What follows belongs to an exercise in optimizing a design on an open flow for small area and a short achievable clock period; a production flow would make more cautious choices. In this exercise RTL edits were held to simulation tests only and were not proved equivalent to the original. No activity file was given, so power comes from the tool's default toggle rates.

[design/flow/config.mk]
export PLATFORM = sky130hd
export DESIGN_NAME = fpu_unit
export DESIGN_NICKNAME = fpu_unit
export VERILOG_FILES = /design/flow/design.v
export SDC_FILE = /design/flow/constraint.sdc
export NUM_CORES = 4
export LEC_CHECK = 0
export CAP_MARGIN = 20
export CORE_MARGIN = 2
export CORE_UTILIZATION = 40
export SLEW_MARGIN = 20
[design/flow/constraint.sdc]
create_clock -name core_clock -period 8.0 [get_ports {clk}]
set_input_delay 1.6000 -clock core_clock [delete_from_list [all_inputs] [get_ports {clk}]]
set_output_delay 1.6000 -clock core_clock [all_outputs]
set_load 0.01 [all_outputs]
[design/flow/design.v]
package fpu_pkg;
	typedef logic [31:0] float_t;         
	typedef logic signed [31:0] word_t;   
	typedef logic [7:0] exp_t;            
	typedef logic [22:0] frac_t;          
	localparam exp_t EXP_BIAS = 8'd127;
	localparam exp_t EXP_SPECIAL = 8'd255;   
	localparam exp_t EXP_INT_MIN = 8'd150;   
	localparam exp_t EXP_FTOI_MAX = 8'd158;  
	typedef struct packed {
		logic [5:0] op1;  
		logic [4:0] fmt;  
		logic [5:0] op2;  
	} fpu_instr_t;
	localparam logic [5:0] OPC_COP1 = 6'b010001;
	localparam logic [4:0] FMT_S = 5'b10000;
	localparam logic [4:0] FMT_W_TO_S = 5'b00100;  
	localparam logic [4:0] FMT_S_TO_W = 5'b00000;  
	localparam logic [5:0] FN_ABS = 6'd5;
	localparam logic [5:0] FN_NEG = 6'd7;
	localparam logic [5:0] FN_FLOOR = 6'd15;
	localparam logic [5:0] FN_CVT = 6'd0;  
	typedef logic [2:0] op_code_t;
	localparam op_code_t OP_ABS = 3'd0;
	localparam op_code_t OP_NEG = 3'd1;
	localparam op_code_t OP_FLOOR = 3'd2;
	localparam op_code_t OP_FTOI = 3'd3;
	localparam op_code_t OP_ITOF = 3'd4;
	typedef struct packed {
		logic invalid;
		logic div0;     
		logic nan;
		logic ovf;
	} fpu_exc_t;
endpackage
`timescale 1ns/1ns
module fpu_decode (
	input logic [16:0] instr_w,
	output logic [2:0] op,
	output logic invalid
);
	fpu_pkg::fpu_instr_t instr;
	logic is_cop1;
	assign instr = instr_w;
	logic is_ftoi;
	logic is_itof;
	assign is_cop1 = (instr.op1 == fpu_pkg::OPC_COP1);
	assign is_ftoi = (instr.fmt == fpu_pkg::FMT_S_TO_W) && (instr.op2 == fpu_pkg::FN_CVT);
	assign is_itof = (instr.fmt == fpu_pkg::FMT_W_TO_S) && (instr.op2 == fpu_pkg::FN_CVT);
	always_comb begin
		op = fpu_pkg::OP_ABS;
		invalid = 1'b0;
		if (!is_cop1) begin
			invalid = 1'b1;  
		end else if (instr.fmt == fpu_pkg::FMT_S) begin
			case (instr.op2)
				fpu_pkg::FN_ABS: begin
					op = fpu_pkg::OP_ABS;
				end
				fpu_pkg::FN_NEG: begin
					op = fpu_pkg::OP_NEG;
				end
				fpu_pkg::FN_FLOOR: begin
					op = fpu_pkg::OP_FLOOR;
				end
				default: begin
					invalid = 1'b1;
				end
			endcase
		end else if (is_ftoi) begin
			op = fpu_pkg::OP_FTOI;
		end else if (is_itof) begin
			op = fpu_pkg::OP_ITOF;
		end else begin
			invalid = 1'b1;
		end
	end
endmodule
`timescale 1ns/1ns
module fp_floor (
	input logic [31:0] x,
	output logic [31:0] y
);
	logic s;
	fpu_pkg::exp_t e;
	fpu_pkg::frac_t f;
	logic is_nan;
	logic [4:0] sh;           
	logic [45:0] aligned;     
	logic cut;
	logic [23:0] int_part;    
	logic [46:0] back;
	fpu_pkg::exp_t e_out;
	assign s = x[31];
	assign e = x[30:23];
	assign f = x[22:0];
	assign is_nan = (e == fpu_pkg::EXP_SPECIAL) && (f != '0);
	assign sh = 5'(e - fpu_pkg::EXP_BIAS);
	assign aligned = {23'd1, f} << sh;
	assign cut = s & (|aligned[22:0]);
	assign int_part = {1'b0, aligned[45:23]} + {23'd0, cut};
	assign back = {int_part, 23'd0} >> sh;
	assign e_out = e + {7'd0, back[24]};  
	always_comb begin
		if (is_nan) begin
			y = {s, e, 1'b1, f[21:0]};  
		end else if (e >= fpu_pkg::EXP_INT_MIN) begin
			y = x;  
		end else if (e < fpu_pkg::EXP_BIAS) begin
			if (s && (x[30:0] != '0)) begin
				y = {1'b1, fpu_pkg::EXP_BIAS, 23'd0};  
			end else begin
				y = {s, 31'd0};
			end
		end else begin
			y = {s, e_out, back[22:0]};
		end
	end
endmodule
`timescale 1ns/1ns
module fp_to_int (
	input logic [31:0] x,
	output logic signed [31:0] y,
	output logic ovf,
	output logic nan
);
	logic s;
	fpu_pkg::exp_t e;
	fpu_pkg::frac_t f;
	logic [23:0] mant;
	fpu_pkg::exp_t sh;
	logic [55:0] shifted;     
	logic [32:0] rounded;
	logic tiny;
	logic too_big;
	logic min_int;
	logic range_ovf;
	assign s = x[31];
	assign e = x[30:23];
	assign f = x[22:0];
	assign mant = {(e != '0), f};  
	assign sh = e - (fpu_pkg::EXP_BIAS - 8'd1);
	assign shifted = {32'd0, mant} << sh;
	assign rounded = {1'b0, shifted[55:24]} + {32'd0, shifted[23]};
	assign nan = (e == fpu_pkg::EXP_SPECIAL) && (f != '0);
	assign tiny = e < (fpu_pkg::EXP_BIAS - 8'd1);
	assign too_big = e > fpu_pkg::EXP_FTOI_MAX;
	assign min_int = s && (rounded == {2'b01, 31'd0});  
	assign range_ovf = rounded[32] | rounded[31];
	always_comb begin
		y = '0;
		ovf = 1'b0;
		if (nan) begin
			y = '0;
		end else if (too_big) begin
			ovf = 1'b1;  
		end else if (tiny) begin
			y = '0;
		end else if (min_int) begin
			y = {1'b1, 31'd0};
		end else if (range_ovf) begin
			ovf = 1'b1;
		end else if (s) begin
			y = -rounded[31:0];
		end else begin
			y = rounded[31:0];
		end
	end
endmodule
`timescale 1ns/1ns
module int_to_fp (
	input logic signed [31:0] x,
	output logic [31:0] y
);
	logic s;
	logic [31:0] mag;         
	logic [4:0] lead;
	logic [31:0] norm;        
	logic guard;
	logic sticky;
	logic round_up;
	logic [24:0] rounded;     
	fpu_pkg::exp_t e;
	assign s = x[31];
	assign mag = s ? (~x + 32'd1) : x;
	always_comb begin
		lead = 5'd0;
		for (int i = 0; i < 32; i++) begin
			if (mag[i]) begin
				lead = i[4:0];
			end
		end
	end
	assign norm = mag << (5'd31 - lead);
	assign guard = norm[7];
	assign sticky = |norm[6:0];
	assign round_up = guard & (norm[8] | sticky);  
	assign rounded = {1'b0, norm[31:8]} + {24'd0, round_up};
	assign e = {3'd0, lead} + fpu_pkg::EXP_BIAS + {7'd0, rounded[24]};
	always_comb begin
		if (x == '0) begin
			y = '0;  
		end else begin
			y = {s, e, rounded[22:0]};
		end
	end
endmodule
`timescale 1ns/1ns
module fpu_result (
	input logic clk,
	input logic rst_n,
	input logic [2:0] op,
	input logic invalid,
	input logic [31:0] x1,
	input logic [31:0] floor_y,
	input logic signed [31:0] ftoi_y,
	input logic ftoi_ovf,
	input logic ftoi_nan,
	input logic [31:0] itof_y,
	output logic [31:0] y,
	output logic [3:0] exc
);
	fpu_pkg::float_t abs_y;
	fpu_pkg::float_t neg_y;
	fpu_pkg::float_t y_d;
	fpu_pkg::fpu_exc_t exc_d;
	assign abs_y = {1'b0, x1[30:0]};
	assign neg_y = {~x1[31], x1[30:0]};
	always_comb begin
		y_d = '0;
		exc_d = '0;
		if (invalid) begin
			exc_d.invalid = 1'b1;  
		end else begin
			case (op)
				fpu_pkg::OP_ABS: y_d = abs_y;
				fpu_pkg::OP_NEG: y_d = neg_y;
				fpu_pkg::OP_FLOOR: y_d = floor_y;
				fpu_pkg::OP_FTOI: begin
					y_d = fpu_pkg::float_t'(ftoi_y);
					exc_d.nan = ftoi_nan;
					exc_d.ovf = ftoi_ovf;
				end
				fpu_pkg::OP_ITOF: y_d = itof_y;
				default: exc_d.invalid = 1'b1;
			endcase
		end
	end
	always_ff @(posedge clk) begin
		if (!rst_n) begin
			y <= '0;
			exc <= '0;
		end else begin
			y <= y_d;
			exc <= exc_d;
		end
	end
endmodule
`timescale 1ns/1ns
module fpu_unit (
	input logic clk,
	input logic rst_n,
	input logic [16:0] instr,
	input logic [31:0] x1,    
	input logic signed [31:0] x2,     
	output logic [31:0] y,
	output logic [3:0] exc
);
	fpu_pkg::op_code_t op;
	logic invalid;
	fpu_pkg::float_t floor_y;
	fpu_pkg::word_t ftoi_y;
	logic ftoi_ovf;
	logic ftoi_nan;
	fpu_pkg::float_t itof_y;
	fpu_decode fpu_decode_i (
		.instr_w (instr),
		.op      (op),
		.invalid (invalid)
	);
	fp_floor fp_floor_i (
		.x (x1),
		.y (floor_y)
	);
	fp_to_int fp_to_int_i (
		.x   (x1),
		.y   (ftoi_y),
		.ovf (ftoi_ovf),
		.nan (ftoi_nan)
	);
	int_to_fp int_to_fp_i (
		.x (x2),
		.y (itof_y)
	);
	fpu_result fpu_result_i (
		.clk      (clk),
		.rst_n    (rst_n),
		.op       (op),
		.invalid  (invalid),
		.x1       (x1),
		.floor_y  (floor_y),
		.ftoi_y   (ftoi_y),
		.ftoi_ovf (ftoi_ovf),
		.ftoi_nan (ftoi_nan),
		.itof_y   (itof_y),
		.y        (y),
		.exc      (exc)
	);
endmodule
[design/flow/run.sh]
#!/bin/bash
# synth_recipe.tcl (not shown) runs the flow's synth.tcl, then flattens the netlist and writes it again
# the make line also repeats each setting of config.mk as NAME=value (left out here)
make -C /OpenROAD-flow-scripts/flow DESIGN_CONFIG=/design/flow/config.mk WORK_HOME=/design/flow/orfs CLKGATE_MAP_FILE= SYNTH_SCRIPT=/design/flow/synth_recipe.tcl finish
==> results.txt <==
[final timing paths]
check,from,end,cells past startpoint
min,x1[23],fpu_result_i.y[23],5
max,x2[2],fpu_result_i.y[27],26
[cell families after synthesis]
family | Yosys count | synth area share, %
AND/OR/NAND/NOR | 814 | 27.9
adder cells (fa/ha/maj) | 17 | 1.44
multiplexers | 169 | 16.4
AO/OA/AOI/OAI | 739 | 34.7
buffers and inverters | 215 | 6.36
XOR/XNOR | 143 | 8.46
flip-flops | 35 | 4.74
other | 1 | 0.0253
[registers in the layout, summed over array words and instances, names as in the netlist]
signal / cells
fpu_result_i.exc: 3
fpu_result_i.y: 32
[timing repair]
action,CTS,global route
hold buffers,0,0
hold endpoints to repair,0,0
setup endpoints to repair,0,3
resized for setup,0,3
[area by class of cell]
class,instances,area share (%)
Sequential cell,35,3.90
Multi-Input combinational cell,1883,73.8
Antenna cell,1,0.0139
Clock inverter,3,0.111
Tap cell,468,3.26
Clock buffer,5,0.697
Inverter,40,0.836
Timing Repair Buffer,374,17.4
[metal layers]
metal	global-route usage (%)	up-vias	wire, µm
met4	19.5	0	4340
met5	0	-	0
li1	-	8632	-
met2	62.9	1209	34600
met3	3.78	253	5720
met1	46.2	9083	28700
[power by group]
part,internal [µW],switching [µW]
clock network,115,99.1
logic,654,1000
registers,174,0.135
[cell usage in the layout, fill, tap and decap left out, types with 50 or more instances in the layout]
master	synthesis	layout
mux4_2	53	53
mux2i_1	63	63
nor2_1	201	200
buf_4	13	254
clkdlybuf4s50_1	0	114
xor2_1	53	50
o21ai_0	141	141
mux2_2	53	53
nand3_1	84	84
nand2_1	207	206
nor3_1	87	87
a21oi_1	154	154
xnor2_1	90	87
[per-stage QoR]
stage	hold slack [ns]	total power, µW	area, µm²	util, %	cells
after detailed placement	2.34	1780	17800	48.7	2799
after global placement	2.34	1790	17800	48.7	2799
after floorplan	1.73	1190	14900	-	2133
after global routing	2.07	2150	18000	49.2	2808
final	2.04	2040	18000	49.2	2809
after CTS	2.03	2000	17900	49.1	2807
[critical path, stage by stage]
cell and delay, ns:
clkdlybuf4s50_1 0.42, buf_4 0.19, nor3_1 0.49, nand4_1 0.38, buf_4 0.29, nor2_1 0.30, or3_1 0.18, nand3_1 0.26
a21oi_1 0.53, buf_4 0.27, nand2_4 0.06, inv_2 0.07, buf_4 0.14, mux2i_1 0.48, a22oi_1 0.29, o2111ai_1 0.31
and4b_1 0.26, nor2b_1 0.18, nand4_1 0.13, ha_1 0.23, ha_1 0.19, and3_1 0.17, nor2_1 0.09, a21oi_1 0.05
a21oi_1 0.15, o22ai_1 0.09
==> run_results.csv <==
group,metric,value,unit
cts,clockRootBuffer,"clkbuf_16",
global_routing,antenna_found_initial,1,
detailed_routing,totalWireLength,73300,µm
logic_synthesis,synth_top_area_share,8.07,%
logic_synthesis,synthTopCellsByArea,"mux4_2 8.1%, xnor2_1 5.3%, nand2_1 5.3%",
logic_synthesis,synthArstFlopShare,0,%
sta,setup_slack,0.350,ns
setup_path,crit_required,8.16,ns
floorplan,dieArea,0.0385,mm²
setup_path,cp-start-kind,"input pin",
power_and_ir_drop,leakage,0.00654,µW
global_routing,grt.overflow.total,0,
power_and_ir_drop,ir_worst_vdd,0.0000802,V
status,status,"no timing/DRC/antenna violations",
sta,finalHoldViolations,0,
global_routing,grt_max_degree,52,
sta,slew_headroom,35.5,%
logic_synthesis,synth_top_flop_cell,"dfxtp_1",
logic_synthesis,syn_area,0.0148,mm²
logic_synthesis,synth_edf_count,0,
placement,dp_hpwl,59000,µm
setup_path,arrival,7.81,ns
power_and_ir_drop,p_per_area,114,mW/mm²
cells_and_area,nFillCells,3738,
detailed_routing,drtIter0Drc,2199,
sta,tns,0,ns
logic_synthesis,synth.most_common_cell,"nand2_1",
global_routing,grtUsageTotal,37.0,%
logic_synthesis,yosysSeqAreaShare,4.74,%
sta,finalCriticalPeriod,7.65,ns
detailed_routing,wl_per_cell,26.1,µm
logic_synthesis,ys_types,116,
floorplan,io_pins,119,
setup_path,criticalPathCategory,"in -> reg",
setup_path,critPathMaxFanout,11,
detailed_routing,first_pass_iters,8,
cts,htree_levels,2,
sta,worstMarginPinSlew,0.958,ns
logic_synthesis,postSynthCellCount,2133,
detailed_routing,via_per_inst,6.83,
logic_synthesis,synthTopCellsByCount,"207 x nand2_1, 201 x nor2_1, 154 x a21oi_1",
cts,cts_tree,"yes",
run,drv_cap,0,
detailed_routing,via_count,19200,
cts,cts_num_sinks,35,
logic_synthesis,syn_avg_cell_area,6.94,µm²
detailed_routing,drc,0,
sta,setup_violations,0,
placement,place.gp.congestion,1.00,
detailed_routing,detail-route-antenna-nets,0,
setup_path,cp-end-kind,"flop",
cts,cts-buffers-inserted,5,
floorplan,die_w,196,µm
logic_synthesis,synth-seq-cells,35,
logic_synthesis,synthesis.nets,2233,
global_routing,grt_pass1_vias,18200,
cells_and_area,regArea,701,µm²
sta,fin_crit_sh,95.6,%
sta,slew_violations,0,
placement,port_buffers,117,
cells_and_area,nets,2439,
min_path,min-delay-path-class,"in -> reg",
global_routing,grt_pass1_wl,111000,µm
sta,fmax,131,MHz
floorplan,fp-row-count,70,
cells_and_area,multi_input_area,0.0133,mm²
floorplan,fp.dieH,196,µm
cts,post_cts_buffers,0,
cts,path_clk_slew,0.06,ns
sta,rsz0062_at_grt,"no",
floorplan,coreArea,0.0365,mm²
placement,post-place-ws,0.131,ns
cts,cts_buffer_depth,2,
logic_synthesis,yosysTopAreaCell,"mux4_2",
floorplan,start_util,40.5,%
cells_and_area,areaGrowthSynthToFinish,21.4,%
logic_synthesis,yosysWarnings,5,
cells_and_area,drive_gt1_share,19.7,%

==> port drivers added, routing unchanged <==
The flow's constraints put no driver on any port. The routed layout listed below was extracted and timed again, unchanged, in two steps. Step 1, drivers: a clkbuf_16 drives clk and a buf_2 each remaining input, both assumed. Step 2 adds t to the input delays and takes it off the output delays; t is the mean of the earliest and latest rising clock arrival at the registers after step 1. Input paths then give back, and output paths get back, about the clock's delay inside the block. a / b / c = ideal / step 1 / step 2; a / b = the first two.
t, ns: 0.354
setup slack, ns: 0.350 / 0.376 / 0.021
worst hold slack (ns): 2.040 / 2.021 / 2.361
slew at the worst register clock pin (ns): 0.07 / 0.07
cell pins on the clock port's net: 1
After both steps setup and hold are still met in this run. The setup slack of this run moves by +0.026 ns with the drivers and by -0.329 ns with both steps.
